From an optimization exercise on the open Yosys and OpenROAD flow, aimed at small area; shortcuts taken in it are not production practice. RTL that was checked went through simulation tests only; none was proved equivalent to the original.

run a:
## izh_neuron_array
module izh_neuron_array #(
    parameter int NUM_CH   = 6,
    parameter int W        = 12,
    parameter int CH_BITS  = 3
) (
    input  logic                clk,
    input  logic                reset,
    input  logic                enable,
    input  logic                input_enable,
    input  logic [NUM_CH*8-1:0] stimulus_in,
    input  logic                load_mode,
    input  logic                serial_data,
    input  logic [CH_BITS-1:0]  mon_sel,
    output logic [7:0]          membrane_out,
    output logic [NUM_CH-1:0]   spike_out,
    output logic                params_ready,
    output logic                frame_done,
    output logic                addr_err,
    output logic [2:0]          debug_state
);
For scale: about 77 I/O pins.
Settings: LEC_CHECK=0, ABC_AREA=1, CAP_MARGIN=20, CORE_MARGIN=2, CORE_UTILIZATION=65, CTS_BUF_LIST=sky130_fd_sc_hd__clkbuf_8, CTS_CLUSTER_DIAMETER=60, CTS_CLUSTER_SIZE=16, SLEW_MARGIN=20, SYNTH_HIERARCHICAL=1; clock period 18.0 ns.
standard.sh (not shown) runs the stock make flow with config.mk's settings and CLKGATE_MAP_FILE= SYNTH_SCRIPT=/design/flow/synth_recipe.tcl, a recipe that flattens the netlist after the stock synthesis.
==> flow/flow/run.sh <==
#!/bin/bash
# Own flow: the standard layout (standard.sh), with these changes:
#  - Yosys's ABC technology mapping of the combinational logic uses an area-oriented
#    script (&nf with area recovery) instead of ORFS's delay-oriented "map -B 0.9".
#    Registers, their names and cell types are untouched (dfflibmap runs before ABC).
#  - clock tree synthesis does not add dummy load cells.
set -euo pipefail
W=$(pwd)
rm -rf "$W/orfs_scripts"
cp -r "$FLOW_HOME/scripts" "$W/orfs_scripts"
printf '&get -n\n&st\n&dch\n&nf -R 1000\n&put\ntopo\n' > "$W/orfs_scripts/abc_area.script"
export SCRIPTS_DIR="$W/orfs_scripts"
export CTS_ARGS="-sink_clustering_enable -repair_clock_nets -buf_list sky130_fd_sc_hd__clkbuf_8 -sink_clustering_size 20 -sink_clustering_max_diameter 60 -dont_use_dummy_load"
bash "$W/standard.sh" > "$W/standard_flow.log" 2>&1
Run a finished every step from synthesis to the final layout, and the layout passed the timing, DRC and antenna checks.
Setup changes, run a to run b
-- flow/flow/run.sh --
<<< run a, line 12
export SCRIPTS_DIR="$W/orfs_scripts"
export CTS_ARGS="-sink_clustering_enable -repair_clock_nets -buf_list sky130_fd_sc_hd__clkbuf_8 -sink_clustering_size 20 -sink_clustering_max_diameter 60 -dont_use_dummy_load"
bash "$W/standard.sh" > "$W/standard_flow.log" 2>&1
>>> run b, line 12
export SCRIPTS_DIR="$W/orfs_scripts"
export CTS_ARGS="-sink_clustering_enable -repair_clock_nets -buf_list sky130_fd_sc_hd__clkbuf_8 -sink_clustering_size 16 -sink_clustering_max_diameter 60 -dont_use_dummy_load"
bash "$W/standard.sh" > "$W/standard_flow.log" 2>&1
### Flow results
Run b: all stages complete, timing, DRC and antenna checks passed
The setup slack of run b is smaller than that of run a.
Looking at non-clock buffer count across run a and run b, the one that comes out lower is run a.
Of run a and run b, the higher via count of the first global-routing pass belongs to run b.
Run b against run a: initial antenna violation count now smaller; fraction of layout cells with a size suffix above 1 went up 0.34 points; wire length has remained practically unchanged.

---

## main
izh_neuron_array, a different RTL version from the one above (not shown whole).
For scale: roughly 2600 cells after synthesis, roughly 520 flip-flops, about 77 I/O pins.
// izh_neuron_array
module izh_neuron_array #(
    parameter int NUM_CH   = 6,
    parameter int W        = 12,
    parameter int CH_BITS  = 3
) (
    input  logic                clk,
    input  logic                reset,
    input  logic                enable,
    input  logic                input_enable,
    input  logic [NUM_CH*8-1:0] stimulus_in,
    input  logic                load_mode,
    input  logic                serial_data,
    input  logic [CH_BITS-1:0]  mon_sel,
    output logic [7:0]          membrane_out,
    output logic [NUM_CH-1:0]   spike_out,
    output logic                params_ready,
    output logic                frame_done,
    output logic                addr_err,
    output logic [2:0]          debug_state
);
    localparam int FW = CH_BITS + 4 * W;
    localparam logic [W-1:0] V_RST = W'(V_INIT);
    function automatic logic [2:0] sub6(input logic [2:0] x, input logic [2:0] y);
        logic [3:0] t;
        t = {1'b0, x} - {1'b0, y};
        sub6 = t[3] ? 3'(t + 4'd6) : t[2:0];
    endfunction
    izh_pkg::ld_state_t   state_q;
    logic [5:0]           cnt_q;
    logic [FW-1:0]        frame_q;
    logic [W-1:0]         rv [NUM_CH];
    logic [W-1:0]         ru [NUM_CH];
    logic [W-1:0]         ra [NUM_CH];
    logic [W-1:0]         rb [NUM_CH];
    logic [W-1:0]         rc [NUM_CH];
    logic [W-1:0]         rd [NUM_CH];
    logic [NUM_CH-1:0]    rdy_q;
    logic [NUM_CH-1:0]    tch_q;
    logic [NUM_CH-1:0]    scan_oh;
  ...
clock: 18.0 ns
lec_check: 0
abc_area: 1
cap_margin: 20
core_margin: 2
core_utilization: 65
cts_buf_list: sky130_fd_sc_hd__clkbuf_16
cts_cluster_diameter: 100
cts_cluster_size: 30
slew_margin: 20
synth_hierarchical: 1
run.sh (not shown) runs the stock make flow with config.mk's settings and CLKGATE_MAP_FILE= SYNTH_SCRIPT=/design/flow/synth_recipe.tcl, a recipe that flattens the netlist after the stock synthesis.
Stock flow here: none of the scripts above is used.
Modified inputs, the feature branch compared to main
Settings: CTS_BUF_LIST: sky130_fd_sc_hd__clkbuf_16 -> sky130_fd_sc_hd__clkbuf_8; CTS_CLUSTER_DIAMETER: 100 -> 60; CTS_CLUSTER_SIZE: 30 -> 16.
==> comparison <==
main → the feature branch: cell area stayed essentially flat; number of vias in the routed layout has increased; area growth from synthesis to layout now sits at about the same level; clock network contribution to total cell area stayed essentially flat. Looking only at ratio of routed vias to standard cells, and setting everything else aside, the lower value of the feature branch and main goes to the feature branch. On worst-case hold slack, the feature branch and main are basically level. Sequential fraction of total cell area: the feature branch vs main — no meaningful difference.
No run of this note included a check of the RTL's function; only the layout flow was run.

==> afterwards: timing with drivers on the ports <==
The results above use ideal ports. As a check the final layouts listed here were re-extracted and re-timed, cells and wires unchanged. Step 1: set_driving_cell puts a clkbuf_16 on clk and a buf_2 on each other input, an assumption about the parent block. Step 2 adds t to the input delays and takes it off the output delays; t is the mean of the earliest and latest rising clock arrival at the registers after step 1. Input paths then give back, and output paths get back, about the clock's delay inside the block. Three values: ideal, step 1, step 2; two values: the first two.
| run | shift t [ns] | setup slack, ns | hold slack, ns | slew at the worst register clock pin (ns) | pins driven straight from the clock port |
|---|---|---|---|---|---|
| run a | 0.623 | 0.593 / 0.593 / 0.593 | 0.384 / 0.384 / 0.384 | 0.12 / 0.12 | 1 |
| run b | 0.637 | 0.562 / 0.562 / 0.562 | 0.390 / 0.390 / 0.390 | 0.10 / 0.10 | 1 |
| main | 0.642 | 0.636 / 0.636 / 0.636 | 0.427 / 0.427 / 0.427 | 0.12 / 0.12 | 1 |
| the feature branch | 0.704 | 0.594 / 0.594 / 0.594 | 0.425 / 0.425 / 0.425 | 0.10 / 0.10 | 1 |
After both steps setup and hold are still met in every run listed.
